Context: an optimization exercise on an open-source flow, tuned for small area, a short achievable clock period and few clock cycles per item. The choices shown serve that exercise and are no tape-out recipe. In this exercise RTL edits were held to simulation tests only and were not proved equivalent to the original. Power and IR drop assume default switching activity.

==> design/flow/design.v <==
package pcg_pkg;
   localparam int REQ_DATA_W = 88;
   localparam int RSP_DATA_W = 64;
   localparam int CSR_ADDR_W = 4;
   localparam int CSR_DATA_W = 32;
   localparam logic [1:0] EVT_NOTE_OFF = 2'd0;
   localparam logic [1:0] EVT_NOTE_ON  = 2'd1;
   localparam logic [1:0] EVT_PITCH    = 2'd2;
   localparam logic [1:0] REG_GATE_HIGH = 2'd0;
   localparam logic [1:0] REG_GATE_LOW  = 2'd1;
   localparam logic [1:0] REG_THRESHOLD = 2'd2;
   localparam logic [16:0] GATE_HIGH_RST = 17'd4096;
   localparam logic [16:0] GATE_LOW_RST  = 17'd409;
   localparam logic [15:0] THRESHOLD_RST = 16'd41;
   localparam logic [18:0] Q_BASE      = 19'd20480;
   localparam logic [12:0] VEL_DEFAULT = 13'd3277;     
   localparam logic [12:0] VEL_FULL    = 13'd4096;
endpackage
import pcg_pkg::*;
module pcg_csr (
   input  logic                  clock,
   input  logic                  reset,
   input  logic                  csr_psel,
   input  logic                  csr_penable,
   input  logic                  csr_pwrite,
   input  logic [CSR_ADDR_W-1:0] csr_paddr,
   input  logic [CSR_DATA_W-1:0] csr_pwdata,
   output logic [CSR_DATA_W-1:0] csr_prdata,
   output logic                  csr_pready,
   input  logic signed [16:0]    level,       
   output logic                  level_ge,    
   output logic                  level_le,    
   output logic [15:0]           threshold
);
   logic signed [16:0] gate_high_ff;
   logic signed [16:0] gate_low_ff;
   logic [15:0]        threshold_ff;
   logic [16:0]        rd_lo_ff;
   logic               rd_hi_ff;
   logic               wr_beat;
   logic               wr_high;
   logic               wr_low;
   logic signed [16:0] wr_level;
   assign csr_pready = 1'b1;
   assign wr_beat    = csr_psel && csr_penable && csr_pwrite;
   assign wr_high    = wr_beat && csr_paddr[3:2] == REG_GATE_HIGH;
   assign wr_low     = wr_beat && csr_paddr[3:2] == REG_GATE_LOW;
   assign wr_level   = csr_pwdata[16:0];
   assign threshold  = threshold_ff;
   logic ge_reg, ge_wr, le_reg, le_wr;
   pcg_uge #(.W(17)) u_ge_reg (.a(level ^ 17'h10000), .b(gate_high_ff ^ 17'h10000), .ge(ge_reg));
   pcg_uge #(.W(17)) u_ge_wr  (.a(level ^ 17'h10000), .b(wr_level ^ 17'h10000),     .ge(ge_wr));
   pcg_uge #(.W(17)) u_le_reg (.a(gate_low_ff ^ 17'h10000), .b(level ^ 17'h10000),  .ge(le_reg));
   pcg_uge #(.W(17)) u_le_wr  (.a(wr_level ^ 17'h10000), .b(level ^ 17'h10000),     .ge(le_wr));
   assign level_ge = wr_high ? ge_wr : ge_reg;
   assign level_le = wr_low  ? le_wr : le_reg;
   always_ff @(posedge clock) begin
      if (reset) begin
         gate_high_ff <= GATE_HIGH_RST;
         gate_low_ff  <= GATE_LOW_RST;
         threshold_ff <= THRESHOLD_RST;
      end else begin
         if (wr_high) begin
            gate_high_ff <= wr_level;
         end
         if (wr_low) begin
            gate_low_ff <= wr_level;
         end
         if (wr_beat && csr_paddr[3:2] == REG_THRESHOLD) begin
            threshold_ff <= csr_pwdata[15:0];
         end
      end
   end
   always_ff @(posedge clock) begin
      case (csr_paddr[3:2])
         REG_GATE_HIGH: begin
            rd_lo_ff <= gate_high_ff;
            rd_hi_ff <= gate_high_ff[16];
         end
         REG_GATE_LOW: begin
            rd_lo_ff <= gate_low_ff;
            rd_hi_ff <= gate_low_ff[16];
         end
         REG_THRESHOLD: begin
            rd_lo_ff <= {1'b0, threshold_ff};
            rd_hi_ff <= 1'b0;
         end
         default: begin
            rd_lo_ff <= '0;
            rd_hi_ff <= 1'b0;
         end
      endcase
   end
   assign csr_prdata = {{15{rd_hi_ff}}, rd_lo_ff};
endmodule
import pcg_pkg::*;
module pcg_lane_mem (
   input  logic               clock,
   input  logic               reset,
   input  logic [15:0]        rd_sel,
   output logic [6:0]         rd_note,
   output logic [21:0]        rd_a,
   input  logic [15:0]        walk_sel,
   output logic [6:0]         walk_note,
   output logic [15:0]        gates,
   output logic [15:0]        gates_nx,
   input  logic [15:0]        gate_set,
   input  logic [15:0]        gate_clr,
   input  logic [15:0]        note_we,
   input  logic [15:0]        a_we,
   input  logic [6:0]         wr_note,
   input  logic [21:0]        wr_a
);
   logic [15:0] gate_ff;
   logic [6:0]  note_ff [0:15];
   logic [21:0] a_ff    [0:15];
   assign gates    = gate_ff;
   assign gates_nx = (gate_ff & ~gate_clr) | gate_set;
   always_comb begin
      rd_note   = '0;
      rd_a      = '0;
      walk_note = '0;
      for (int i = 0; i < 16; i++) begin
         rd_note   = rd_note   | (note_ff[i] & {7{rd_sel[i]}});
         rd_a      = rd_a      | (a_ff[i] & {22{rd_sel[i]}});
         walk_note = walk_note | (note_ff[i] & {7{walk_sel[i]}});
      end
   end
   always_ff @(posedge clock) begin
      if (reset) begin
         gate_ff <= '0;
      end else begin
         gate_ff <= gates_nx;
      end
   end
   always_ff @(posedge clock) begin
      for (int i = 0; i < 16; i++) begin
         if (note_we[i]) begin
            note_ff[i] <= wr_note;
         end
         if (a_we[i]) begin
            a_ff[i] <= wr_a;
         end
      end
   end
endmodule
import pcg_pkg::*;
module pcg_add #(
   parameter int W = 8
) (
   input  logic [W-1:0] a,
   input  logic [W-1:0] b,
   input  logic         cin,
   output logic [W-1:0] s
);
   logic [W-1:0] p;
   logic [W-1:0] g;
   logic [W-1:0] gg;
   logic [W-1:0] pp;
   always_comb begin
      p  = a ^ b;
      g  = a & b;
      gg = g;
      pp = p;
      gg[0] = g[0] | (p[0] & cin);
      for (int l = 0; (1 << l) < W; l++) begin
         for (int i = 0; i < W; i++) begin
            if ((i >> l) & 1) begin
               gg[i] = gg[i] | (pp[i] & gg[((i >> l) << l) - 1]);
               pp[i] = pp[i] & pp[((i >> l) << l) - 1];
            end
         end
      end
      s[0] = p[0] ^ cin;
      for (int i = 1; i < W; i++) begin
         s[i] = p[i] ^ gg[i - 1];
      end
   end
endmodule
module pcg_uge #(
   parameter int W = 8
) (
   input  logic [W-1:0] a,
   input  logic [W-1:0] b,
   output logic         ge
);
   logic [W-1:0] gg;
   logic [W-1:0] pp;
   always_comb begin
      gg = a & ~b;
      pp = a | ~b;
      gg[0] = gg[0] | pp[0];
      for (int l = 0; (1 << l) < W; l++) begin
         for (int i = 0; i < W; i++) begin
            if ((i >> l) & 1) begin
               gg[i] = gg[i] | (pp[i] & gg[((i >> l) << l) - 1]);
               pp[i] = pp[i] & pp[((i >> l) << l) - 1];
            end
         end
      end
      ge = gg[W-1];
   end
endmodule
module pcg_csa #(
   parameter int W = 8
) (
   input  logic [W-1:0] a,
   input  logic [W-1:0] b,
   input  logic [W-1:0] c,
   output logic [W-1:0] s,
   output logic [W-1:0] k
);
   assign s = a ^ b ^ c;
   assign k = {(a[W-2:0] & b[W-2:0]) | (a[W-2:0] & c[W-2:0]) | (b[W-2:0] & c[W-2:0]), 1'b0};
endmodule
module pcg_nonneg3 (
   input  logic [23:0] x,
   input  logic [23:0] y,
   input  logic [23:0] z,
   output logic        nonneg
);
   logic [23:0] s;
   logic [23:0] k;
   logic [22:0] gg;
   logic [22:0] pp;
   always_comb begin
      s  = x ^ y ^ z;
      k  = {(x[22:0] & y[22:0]) | (x[22:0] & z[22:0]) | (y[22:0] & z[22:0]), 1'b1};
      gg = s[22:0] & k[22:0];
      pp = s[22:0] | k[22:0];
      gg[0] = gg[0] | pp[0];    
      for (int l = 0; (1 << l) < 23; l++) begin
         for (int i = 0; i < 23; i++) begin
            if ((i >> l) & 1) begin
               gg[i] = gg[i] | (pp[i] & gg[((i >> l) << l) - 1]);
               pp[i] = pp[i] & pp[((i >> l) << l) - 1];
            end
         end
      end
      nonneg = !(s[23] ^ k[23] ^ gg[22]);
   end
endmodule
module pcg_note_calc (
   input  logic signed [21:0] a,           
   input  logic [17:0]        vel_t,       
   input  logic [1:0]         vel_sel,     
   input  logic [6:0]         rec_note,    
   input  logic signed [21:0] rec_a,       
   input  logic [15:0]        threshold,
   output logic [6:0]         note,        
   output logic signed [21:0] new_offset,  
   output logic signed [21:0] held_offset, 
   output logic               send_pitch,  
   output logic [12:0]        velocity
);
   logic [9:0]  hi;
   logic        neg;
   logic        clamp_hi;
   logic [9:0]  hi_m127;
   logic [6:0]  hi_r;
   logic [9:0]  held_hi;
   logic        lo_ok;
   logic        hi_ok;
   logic [29:0] v_s1, v_k1, v_s2, v_k2, v_s3, v_k3, v_sum;
   assign hi       = a[21:12];
   assign neg      = a[21];
   assign clamp_hi = !neg && ((hi[9:7] != 3'd0) || (hi[6:0] == 7'd127 && a[11]));
   pcg_add #(.W(10)) u_hi_m127 (.a(hi), .b(10'h381), .cin(1'b0), .s(hi_m127));
   pcg_add #(.W(7))  u_hi_r    (.a(hi[6:0]), .b(7'd0), .cin(a[11]), .s(hi_r));
   always_comb begin
      if (neg) begin
         note       = 7'd0;
         new_offset = a;
      end else if (clamp_hi) begin
         note       = 7'd127;
         new_offset = {hi_m127, a[11:0]};
      end else begin
         note       = hi_r;
         new_offset = {{10{a[11]}}, a[11:0]};
      end
   end
   pcg_add #(.W(10)) u_held (.a(hi), .b(~{3'd0, rec_note}), .cin(1'b1), .s(held_hi));
   assign held_offset = {held_hi, a[11:0]};
   pcg_nonneg3 u_lo (
      .x      ({{2{a[21]}}, a}),
      .y      (~{8'd0, threshold}),
      .z      (~{{2{rec_a[21]}}, rec_a}),
      .nonneg (lo_ok)
   );
   pcg_nonneg3 u_hi (
      .x      ({{2{rec_a[21]}}, rec_a}),
      .y      (~{{2{a[21]}}, a}),
      .z      (~{8'd0, threshold}),
      .nonneg (hi_ok)
   );
   assign send_pitch = lo_ok || hi_ok;
   pcg_csa #(.W(30)) u_v1 (.a(30'(vel_t)), .b(30'(vel_t) << 4), .c(30'(vel_t) << 8),
                           .s(v_s1), .k(v_k1));
   pcg_csa #(.W(30)) u_v2 (.a(v_s1), .b(v_k1), .c(30'(vel_t) << 12), .s(v_s2), .k(v_k2));
   pcg_csa #(.W(30)) u_v3 (.a(v_s2), .b(v_k2), .c(30'h12000), .s(v_s3), .k(v_k3));
   pcg_add #(.W(30)) u_v4 (.a(v_s3), .b(v_k3), .cin(1'b0), .s(v_sum));
   always_comb begin
      case (vel_sel)
         2'd0:    velocity = v_sum[29:17];
         2'd1:    velocity = VEL_DEFAULT;
         2'd2:    velocity = 13'd0;
         default: velocity = VEL_FULL;
      endcase
   end
endmodule
import pcg_pkg::*;
module pcg_event_out (
   input  logic                  clock,
   input  logic                  reset,
   input  logic                  push,      
   input  logic [1:0]            e_kind,
   input  logic [3:0]            e_lane,
   input  logic [6:0]            e_note,
   input  logic [12:0]           e_vel,
   input  logic [21:0]           e_off,
   input  logic [15:0]           e_time,
   input  logic                  e_last,
   input  logic                  e_on,      
   output logic                  skid_busy,
   output logic                  skid_busy_nx,
   output logic                  rsp_tvalid,
   input  logic                  rsp_tready,
   output logic [RSP_DATA_W-1:0] rsp_tdata,
   output logic [1:0]            rsp_tuser,
   output logic                  rsp_tlast
);
   localparam int EW = 66;
   logic          o_valid_ff;
   logic          o_on_ff;
   logic [1:0]    o_kind_ff;
   logic [3:0]    o_lane_ff;
   logic [6:0]    o_note_ff;
   logic [12:0]   o_vel_ff;
   logic [21:0]   o_off_ff;
   logic [15:0]   o_time_ff;
   logic          o_last_ff;
   logic          s_valid_ff;
   logic [EW-1:0] s_ff;
   logic [EW-1:0] e_bus;
   logic [EW-1:0] o_src;
   logic          o_free;
   assign e_bus  = {e_on, e_last, e_kind, e_lane, e_note, e_vel, e_off, e_time};
   assign o_free = !o_valid_ff || (rsp_tready && !o_on_ff);
   assign o_src  = s_valid_ff ? s_ff : e_bus;
   assign skid_busy    = s_valid_ff;
   assign skid_busy_nx = s_valid_ff ? !o_free : (push && !o_free);
   always_ff @(posedge clock) begin
      if (reset) begin
         o_valid_ff <= 1'b0;
         o_on_ff    <= 1'b0;
         s_valid_ff <= 1'b0;
      end else begin
         if (o_on_ff) begin
            if (rsp_tready) begin
               o_on_ff <= 1'b0;
            end
         end else if (o_free) begin
            o_valid_ff <= s_valid_ff || push;
            o_on_ff    <= o_src[EW-1] && (s_valid_ff || push);
         end
         s_valid_ff <= skid_busy_nx;
      end
   end
   always_ff @(posedge clock) begin
      if (o_on_ff) begin
         if (rsp_tready) begin
            o_kind_ff <= EVT_PITCH;
            o_vel_ff  <= '0;
         end
      end else if (o_free) begin
         {o_last_ff, o_kind_ff, o_lane_ff, o_note_ff, o_vel_ff, o_off_ff, o_time_ff} <= o_src[EW-2:0];
      end
      if (!s_valid_ff) begin
         s_ff <= e_bus;
      end
   end
   assign rsp_tvalid = o_valid_ff;
   assign rsp_tuser  = o_kind_ff;
   assign rsp_tlast  = o_last_ff && !o_on_ff;
   assign rsp_tdata  = {2'd0, o_time_ff, o_off_ff & {22{!o_on_ff}}, o_vel_ff, o_note_ff, o_lane_ff};
endmodule
import pcg_pkg::*;
module poly_cv_gate_to_note_events (
   input  logic                  clock,
   input  logic                  reset,
   input  logic                  req_tvalid,
   output logic                  req_tready,
   input  logic [REQ_DATA_W-1:0] req_tdata,
   input  logic [0:0]            req_tuser,    
   output logic                  rsp_tvalid,
   input  logic                  rsp_tready,
   output logic [RSP_DATA_W-1:0] rsp_tdata,
   output logic [1:0]            rsp_tuser,    
   output logic                  rsp_tlast,
   input  logic                  csr_psel,
   input  logic                  csr_penable,
   input  logic                  csr_pwrite,
   input  logic [CSR_ADDR_W-1:0] csr_paddr,
   input  logic [CSR_DATA_W-1:0] csr_pwdata,
   output logic [CSR_DATA_W-1:0] csr_prdata,
   output logic                  csr_pready
);
   logic               in_ge;
   logic               in_le;
   logic [15:0]        threshold;
   logic               rdy_ff;         
   logic               b_valid_ff;
   logic               b_simple_ff;    
   logic               b_final_ff;     
   logic               it_reset_ff;    
   logic [15:0]        it_sel_ff;      
   logic [4:0]         it_keep_ff;     
   logic               it_use_ff;      
   logic               it_ge_ff;       
   logic               it_le_ff;       
   logic signed [21:0] it_a_ff;        
   logic [17:0]        it_vt_ff;       
   logic [1:0]         it_vsel_ff;
   logic [15:0]        it_time_ff;
   logic               rec_gate_ff;    
   logic [6:0]         rec_note_ff;
   logic signed [21:0] rec_a_ff;
   logic [4:0]         lanes_ff;       
   logic signed [16:0] in_gate;
   logic signed [16:0] in_pitch;
   logic signed [4:0]  in_oct;
   logic signed [16:0] in_vl;
   logic [4:0]         in_count;
   logic [4:0]         in_req;
   logic [3:0]         in_lane;
   logic [15:0]        in_sel;
   logic               in_reset;
   logic               in_lane0;
   logic signed [6:0]  in_m;           
   logic [19:0]        in_t_s, in_t_k, in_t;
   logic [17:0]        in_vt;
   logic [6:0]         mem_note;
   logic [21:0]        mem_a;
   logic [15:0]        walk_sel;
   logic [6:0]         walk_note;
   logic [15:0]        gates;
   logic [15:0]        gates_nx;
   logic [15:0]        gate_set;
   logic [15:0]        gate_clr;
   logic [15:0]        note_we;
   logic [15:0]        a_we;
   logic               note_wr;
   logic               a_wr;
   logic [6:0]         c_note;
   logic signed [21:0] c_new_off;
   logic signed [21:0] c_held_off;
   logic               c_send;
   logic [12:0]        c_vel;
   logic [15:0]        keep;
   logic [15:0]        pending;
   logic               walk_any;
   logic               walk_single;
   logic [3:0]         walk_lane;
   logic [3:0]         it_lane;
   logic               step;           
   logic               step_nx;
   logic               b_valid_nx;
   logic               b_final_nx;
   logic               rise, fall, held;
   logic               s_event;
   logic               skid_busy;
   logic               skid_busy_nx;
   logic               fire;
   logic               push;
   logic [1:0]         e_kind;
   logic [3:0]         e_lane;
   logic [6:0]         e_note;
   logic [12:0]        e_vel;
   logic [21:0]        e_off;
   logic               e_last;
   logic               e_on;
   pcg_csr u_csr (
      .clock       (clock),
      .reset       (reset),
      .csr_psel    (csr_psel),
      .csr_penable (csr_penable),
      .csr_pwrite  (csr_pwrite),
      .csr_paddr   (csr_paddr),
      .csr_pwdata  (csr_pwdata),
      .csr_prdata  (csr_prdata),
      .csr_pready  (csr_pready),
      .level       (in_gate),
      .level_ge    (in_ge),
      .level_le    (in_le),
      .threshold   (threshold)
   );
   pcg_lane_mem u_lane_mem (
      .clock     (clock),
      .reset     (reset),
      .rd_sel    (in_sel),
      .rd_note   (mem_note),
      .rd_a      (mem_a),
      .walk_sel  (walk_sel),
      .walk_note (walk_note),
      .gates     (gates),
      .gates_nx  (gates_nx),
      .gate_set  (gate_set),
      .gate_clr  (gate_clr),
      .note_we   (note_we),
      .a_we      (a_we),
      .wr_note   (c_note),
      .wr_a      (it_a_ff)
   );
   pcg_note_calc u_note_calc (
      .a           (it_a_ff),
      .vel_t       (it_vt_ff),
      .vel_sel     (it_vsel_ff),
      .rec_note    (rec_note_ff),
      .rec_a       (rec_a_ff),
      .threshold   (threshold),
      .note        (c_note),
      .new_offset  (c_new_off),
      .held_offset (c_held_off),
      .send_pitch  (c_send),
      .velocity    (c_vel)
   );
   pcg_event_out u_event_out (
      .clock        (clock),
      .reset        (reset),
      .push         (push),
      .e_kind       (e_kind),
      .e_lane       (e_lane),
      .e_note       (e_note),
      .e_vel        (e_vel),
      .e_off        (e_off),
      .e_time       (it_time_ff),
      .e_last       (e_last),
      .e_on         (e_on),
      .skid_busy    (skid_busy),
      .skid_busy_nx (skid_busy_nx),
      .rsp_tvalid   (rsp_tvalid),
      .rsp_tready   (rsp_tready),
      .rsp_tdata    (rsp_tdata),
      .rsp_tuser    (rsp_tuser),
      .rsp_tlast    (rsp_tlast)
   );
   assign req_tready = rdy_ff;
   assign step       = b_simple_ff || b_final_ff;
   assign fire       = b_valid_ff && !skid_busy;
   assign in_reset = req_tuser[0];
   assign in_lane  = req_tdata[3:0];
   assign in_lane0 = (in_lane == 4'd0);
   assign in_sel   = 16'(1) << in_lane;
   assign in_count = req_tdata[8:4];
   assign in_gate  = req_tdata[25:9];
   assign in_pitch = req_tdata[42:26];
   assign in_oct   = req_tdata[47:43];
   assign in_vl    = req_tdata[64:48];
   assign in_m = 7'sd15 + 7'(in_oct) + (7'(in_oct) <<< 1);
   pcg_csa #(.W(20)) u_in_csa (
      .a (20'(in_pitch)),
      .b (20'(in_pitch) << 1),
      .c (20'(in_m) << 12),
      .s (in_t_s),
      .k (in_t_k)
   );
   pcg_add #(.W(20)) u_in_add (.a(in_t_s), .b(in_t_k), .cin(1'b0), .s(in_t));
   pcg_add #(.W(18)) u_in_vt (.a(18'(in_vl[15:0])), .b(18'(in_vl[15:0]) << 1), .cin(1'b0), .s(in_vt));
   always_comb begin
      if (in_count == 5'd0) begin
         in_req = 5'd1;
      end else if (in_count > 5'd16) begin
         in_req = 5'd16;
      end else begin
         in_req = in_count;
      end
   end
   always_comb begin
      if (rdy_ff) begin
         b_valid_nx = req_tvalid;
         b_final_nx = 1'b0;
         step_nx    = !in_reset && !(in_lane0 && in_req < lanes_ff);
      end else begin
         b_valid_nx = b_valid_ff;
         b_final_nx = b_final_ff
                      || (b_valid_ff && !step && (!walk_any || (fire && walk_single)));
         step_nx    = b_simple_ff || b_final_nx;
      end
   end
   always_ff @(posedge clock) begin
      if (reset) begin
         rdy_ff     <= 1'b1;
         b_valid_ff <= 1'b0;
         b_final_ff <= 1'b0;
         lanes_ff   <= 5'd1;
      end else begin
         rdy_ff     <= !b_valid_nx || (!skid_busy_nx && step_nx);
         b_valid_ff <= b_valid_nx;
         b_final_ff <= b_final_nx;
         if (rdy_ff && req_tvalid) begin
            if (in_reset) begin
               lanes_ff <= 5'd1;
            end else if (in_lane0) begin
               lanes_ff <= in_req;
            end
         end
      end
   end
   always_ff @(posedge clock) begin
      if (rdy_ff) begin
         b_simple_ff <= step_nx;
         it_reset_ff <= in_reset;
         it_sel_ff   <= in_sel;
         it_keep_ff  <= in_reset ? 5'd0 : in_req;
         it_use_ff   <= !in_reset && (in_lane0 || {1'b0, in_lane} < lanes_ff);
         it_ge_ff    <= in_ge;
         it_le_ff    <= in_le;
         it_a_ff     <= {in_t, 2'b00};
         it_vt_ff    <= in_vt;
         if (!req_tdata[65]) begin
            it_vsel_ff <= 2'd1;
         end else if (in_vl[16] || in_vl == 17'd0) begin
            it_vsel_ff <= 2'd2;
         end else if (in_vl >= 17'sd40955) begin
            it_vsel_ff <= 2'd3;
         end else begin
            it_vsel_ff <= 2'd0;
         end
         it_time_ff  <= req_tdata[81:66];
         rec_gate_ff <= |(gates_nx & in_sel);
         rec_note_ff <= (note_wr && |(it_sel_ff & in_sel)) ? c_note : mem_note;
         rec_a_ff    <= (a_wr && |(it_sel_ff & in_sel)) ? it_a_ff : mem_a;
      end
   end
   always_comb begin
      for (int i = 0; i < 16; i++) begin
         keep[i] = 5'(i) < it_keep_ff;
      end
   end
   assign pending  = gates & ~keep;
   assign walk_any = |pending;
   always_comb begin
      walk_sel  = '0;
      walk_lane = '0;
      for (int i = 15; i >= 0; i--) begin
         if (pending[i]) begin
            walk_sel  = 16'(1) << i;
            walk_lane = 4'(i);
         end
      end
   end
   assign walk_single = (pending & ~walk_sel) == 16'd0;
   always_comb begin
      it_lane = '0;
      for (int i = 0; i < 16; i++) begin
         it_lane = it_lane | (4'(i) & {4{it_sel_ff[i]}});
      end
   end
   assign rise    = it_use_ff && !rec_gate_ff && it_ge_ff;
   assign fall    = it_use_ff && rec_gate_ff && it_le_ff;
   assign held    = it_use_ff && rec_gate_ff && !it_le_ff && c_send;
   assign s_event = rise || fall || held;
   assign note_wr = fire && step && rise;
   assign a_wr    = fire && step && (rise || held);
   always_comb begin
      push     = 1'b0;
      e_kind   = EVT_NOTE_OFF;
      e_lane   = it_lane;
      e_note   = rec_note_ff;
      e_vel    = '0;
      e_off    = '0;
      e_last   = 1'b1;
      e_on     = 1'b0;
      gate_set = '0;
      gate_clr = '0;
      if (!step) begin
         push   = fire && walk_any;
         e_lane = walk_lane;
         e_note = walk_note;
         e_last = walk_single && (it_reset_ff || !s_event);
         if (fire) begin
            gate_clr = walk_sel;
         end
      end else begin
         push = fire && s_event;
         if (rise) begin
            e_kind = EVT_NOTE_ON;
            e_note = c_note;
            e_vel  = c_vel;
            e_off  = c_new_off;
            e_on   = 1'b1;
         end else if (!fall) begin
            e_kind = EVT_PITCH;
            e_off  = c_held_off;
         end
         if (fire) begin
            gate_set = rise ? it_sel_ff : 16'd0;
            gate_clr = fall ? it_sel_ff : 16'd0;
         end
      end
   end
   assign note_we = note_wr ? it_sel_ff : 16'd0;
   assign a_we    = a_wr ? it_sel_ff : 16'd0;
endmodule
==> design/flow/run.sh <==
#!/bin/bash
# synth_recipe.tcl (not shown) runs the flow's synth.tcl, then flattens the netlist and writes it again
# the make line also repeats each setting of config.mk as NAME=value (left out here)
make -C /OpenROAD-flow-scripts/flow DESIGN_CONFIG=/design/flow/config.mk WORK_HOME=/design/flow/orfs CLKGATE_MAP_FILE= SYNTH_SCRIPT=/design/flow/synth_recipe.tcl finish
==> design/flow/config.mk <==
export PLATFORM = sky130hd
export DESIGN_NAME = poly_cv_gate_to_note_events
export DESIGN_NICKNAME = poly_cv_gate_to_note_events
export VERILOG_FILES = /design/flow/design.v
export SDC_FILE = /design/flow/constraint.sdc
export NUM_CORES = 4
export LEC_CHECK = 0
export CAP_MARGIN = 20
export CORE_MARGIN = 2
export CORE_UTILIZATION = 40
export SETUP_SLACK_MARGIN = 5
export SLEW_MARGIN = 20
==> design/flow/constraint.sdc <==
create_clock -name core_clock -period 10.0 [get_ports {clock}]
set_input_delay 2.0000 -clock core_clock [delete_from_list [all_inputs] [get_ports {clock}]]
set_output_delay 2.0000 -clock core_clock [all_outputs]
set_load 0.01 [all_outputs]
==> impl_metrics.yaml <==
pwr:
  p_leak_nw: 15.6
  power.total_mw: 9.31
  max-vdd-ir-drop_mv: 0.142
  p_per_area_nw_per_um2: 219
finish:
  final_cell_mix: "edfxtp_1 (607), nand2_1 (233), clkdlybuf4s50_1 (203)"
  mostFrequentLayoutCell: "edfxtp_1"
  stdcell_count: 4356
  syn2layout_area_growth_pct: 17.5
  drive_gt1_share_pct: 9.84
  nets: 3463
  n_antenna_cell: 0
  stdcell_area_um2: 42600
setup_path:
  critPathKind: "in -> reg"
  critPathArrivalTime_ns: 5.30
  start_kind: "input pin"
  crit_required_ns: 10.38
  worstRegToRegCells: 15
  critPathMaxFanout: 31
  endpoint_kind: "flip-flop"
route:
  wirelength_um: 109000
  drtAntennaViolNets: 0
  route.detailed.drc: 0
  drtIter0Drc: 2674
  vias: 25600
  routedWlPerCell_um: 25.0
  drt_pass1_iterations: 9
  vias_per_cell: 5.88
place:
  portBuffers: 207
  dp.cells: 4201
  routabilityCongestion: 0.925
  dp.final_hpwl_um: 69500
  dpl-instance-area_um2: 39800
clock_tree:
  cts.htree.levels: 3
  clock_sinks: 768
  path_clk_slew_ns: 0.06
  insertion_delay_ns: 0.65
  ctsHoldBuffers: 0
  cts_tree: "yes"
  cts_buffer_depth: 3
  clockRootBuffer: "clkbuf_16"
  numCtsBuffers: 82
run_status:
  status: "finished clean"
grt:
  antenna_found_initial: 1
  overflow: 0
  grt_max_degree: 77
  gr-usage-all-layers_pct: 23.0
  grt_pass1_vias: 25000
  grt_pass1_wl_um: 161000
timing:
  finalHoldViolCount: 0
  min_period_over_period_pct: 49.2
  setup_tns_ns: 0
  max_freq_mhz: 203
  rsz0062_at_grt: "yes"
  setup_violations: 0
  period_needed_ns: 4.92
  slew_headroom_pct: 19.6
  tightest_slew_ns: 1.20
  finalClockSkew_ns: 0.0403
  final-max-slew-violation-count: 0
  finalHoldWorstSlack_ns: 0.443
synth:
  synth_cell_types: 97
  syn-cell-area_um2: 36300
  synth_warnings: 14
  syn_avg_cell_area_um2: 12.6
  synthFlopType: "edfxtp_1"
  ys_seq_elements: 768
  synthCells: 2887
  synth-edff-count: 607
  ys_seq_area_share_pct: 59.2
  ys_async_sr_fraction_pct: 0
floorplanning:
  dieArea_um2: 93100
  die_w_um: 305
  num_io_pins: 234
  floorplan.initialDensity_pct: 40.3
  rows: 110
  die_h_um: 305
  coreArea_um2: 89900
hold_path:
  holdCritPathClass: "reg -> reg"
  hold_depth: 2
run:
  cap_viol_max_count: 0
-- per-stage QoR --
stage | utilization, % | setup WS [ns]
2_1_floorplan | - | 5.01
3_3_place_gp | 44.3 | 4.23
3_5_place_dp | 44.3 | 4.19
4_1_cts | 47.3 | 5.02
5_1_grt | 47.4 | 4.96
6_report | 47.4 | 5.08
-- registers in the layout (all words and copies together) (netlist names), 4 cells and up --
signal,cells
u_csr.threshold_ff,16
u_lane_mem.gate_ff,16
u_csr.gate_low_ff,17
lanes_ff,5
rec_a_ff,20
u_lane_mem.note_ff,112
u_event_out.o_off_ff,22
it_sel_ff,16
u_csr.rd_lo_ff,17
u_csr.gate_high_ff,17
it_time_ff,16
u_event_out.o_vel_ff,13
u_event_out.o_time_ff,16
u_event_out.s_ff,66
it_a_ff,20
rec_note_ff,7
u_event_out.o_lane_ff,4
it_vt_ff,18
u_lane_mem.a_ff,320
it_keep_ff,5
u_event_out.o_note_ff,7
-- metal layers --
layer / vias up / global-route usage [%] / part of all wire, %
li1: 11400 / - / -
met1: 12800 / 31.8 / 42
met2: 1268 / 36.8 / 46
met3: 204 / 4.06 / 9.0
met4: 0 / 7.16 / 2.8
met5: - / 0 / 0
-- critical path, stage by stage --
cell	delay, ns
clkdlybuf4s50_1	0.71
or4_1	0.76
inv_1	0.12
buf_6	0.35
a22oi_1	0.16
and4_1	0.17
nand4_1	0.15
nand2_1	0.40
mux2_2	0.42
-- final cells by class --
type                            count  area (um^2)
Clock buffer                      101         2160
Fill cell                        7902        47300
Clock inverter                     50          571
Inverter                          189          709
Tap cell                         1176         1470
Multi-Input combinational cell   1798        13700
Sequential cell                   768        21500
Timing Repair Buffer              274         2570
-- report_power, final --
group	internal [mW]	switching [mW]
clock network	1.77	1.31
registers	3.85	0.109
logic	0.882	1.39
total	6.50	2.81
-- cells by family (layout without fill, tap and decap cells) --
family	Yosys count	after routing	synth area share [%]
flip-flops	768	768	59.2
AND/OR/NAND/NOR	732	732	10.4
AO/OA/AOI/OAI	715	715	14.4
buffers and inverters	322	614	3.67
adder cells (fa/ha/maj)	240	240	9.44
multiplexers	68	68	1.98
XOR/XNOR	40	40	0.966
other	2	3	0.0207
-- Yosys cell counts, types with 11 or more instances --
cell	count	area, um^2
fa_1	63	1260
o211ai_1	14	105
and2_1	57	357
a221o_1	13	130
mux2_1	11	124
nand2b_1	40	250
o31ai_1	12	90.1
a222oi_1	12	120
buf_4	21	158
mux2i_1	38	380
mux2_2	19	214
nor2_1	107	402
maj3_1	19	190
and3_1	17	106
a22oi_1	116	871
a31o_2	12	105
a21oi_1	113	566
nor2b_1	73	457
inv_1	188	706
nor3_1	42	210
edfxtp_1	607	18200
ha_1	155	1940
a22o_1	77	674
clkbuf_1	96	360
dfxtp_1	161	3220
o21ai_0	99	495
a31oi_1	22	138
a221oi_1	85	744
nand4_1	48	300
xor2_1	15	131
a21o_1	16	120
xnor2_1	25	219
nand3_1	48	240
nand2_1	233	875
-- worst paths after layout --
check / slack, ns / end / startpoint
max: 5.08 / rec_note_ff[1] / req_tdata[1]
min: 0.44 / u_event_out.s_ff[44] / u_event_out.s_ff[44]
max reg2reg: 5.22 / u_event_out.o_vel_ff[8] / it_vt_ff[5]
min reg2reg: 0.44 / u_event_out.s_ff[44] / u_event_out.s_ff[44]
-- what timing repair did --
action / 4_1_cts / 5_1_grt
setup endpoints to repair: 16 / 12
setup buffers: 2 / 1
pin swaps: 4 / 10
resized for setup: 5 / 9
Testbench counts, summed over its fixed seeds: cycles 34,909, items 32,000.

==> re-timing with driven ports <==
The flow's constraints put no driver on any port. The routed layout listed below was extracted and timed again, unchanged, in two steps.
Step 1 sets driving cells, clkbuf_16 on the clock port and buf_2 on the other inputs (assumed; they add their load-dependent delay and slew).
Step 2 moves the port delays by t, midway between the first and last clock arrival at a register: inputs arrive t later, outputs are due t later. That takes back most of the time a late clock gives input paths.
Three values: ideal, step 1, step 2; two values: the first two.
t (ns): 0.697
setup slack, ns: 5.080 / 5.124 / 4.427
hold slack, ns: 0.443 / 0.443 / 0.443
slew at the worst register clock pin (ns): 0.07 / 0.07
After both steps this run still meets setup and hold. For this run, drivers alone change the setup slack by +0.044 ns; drivers and shift together by -0.653 ns.
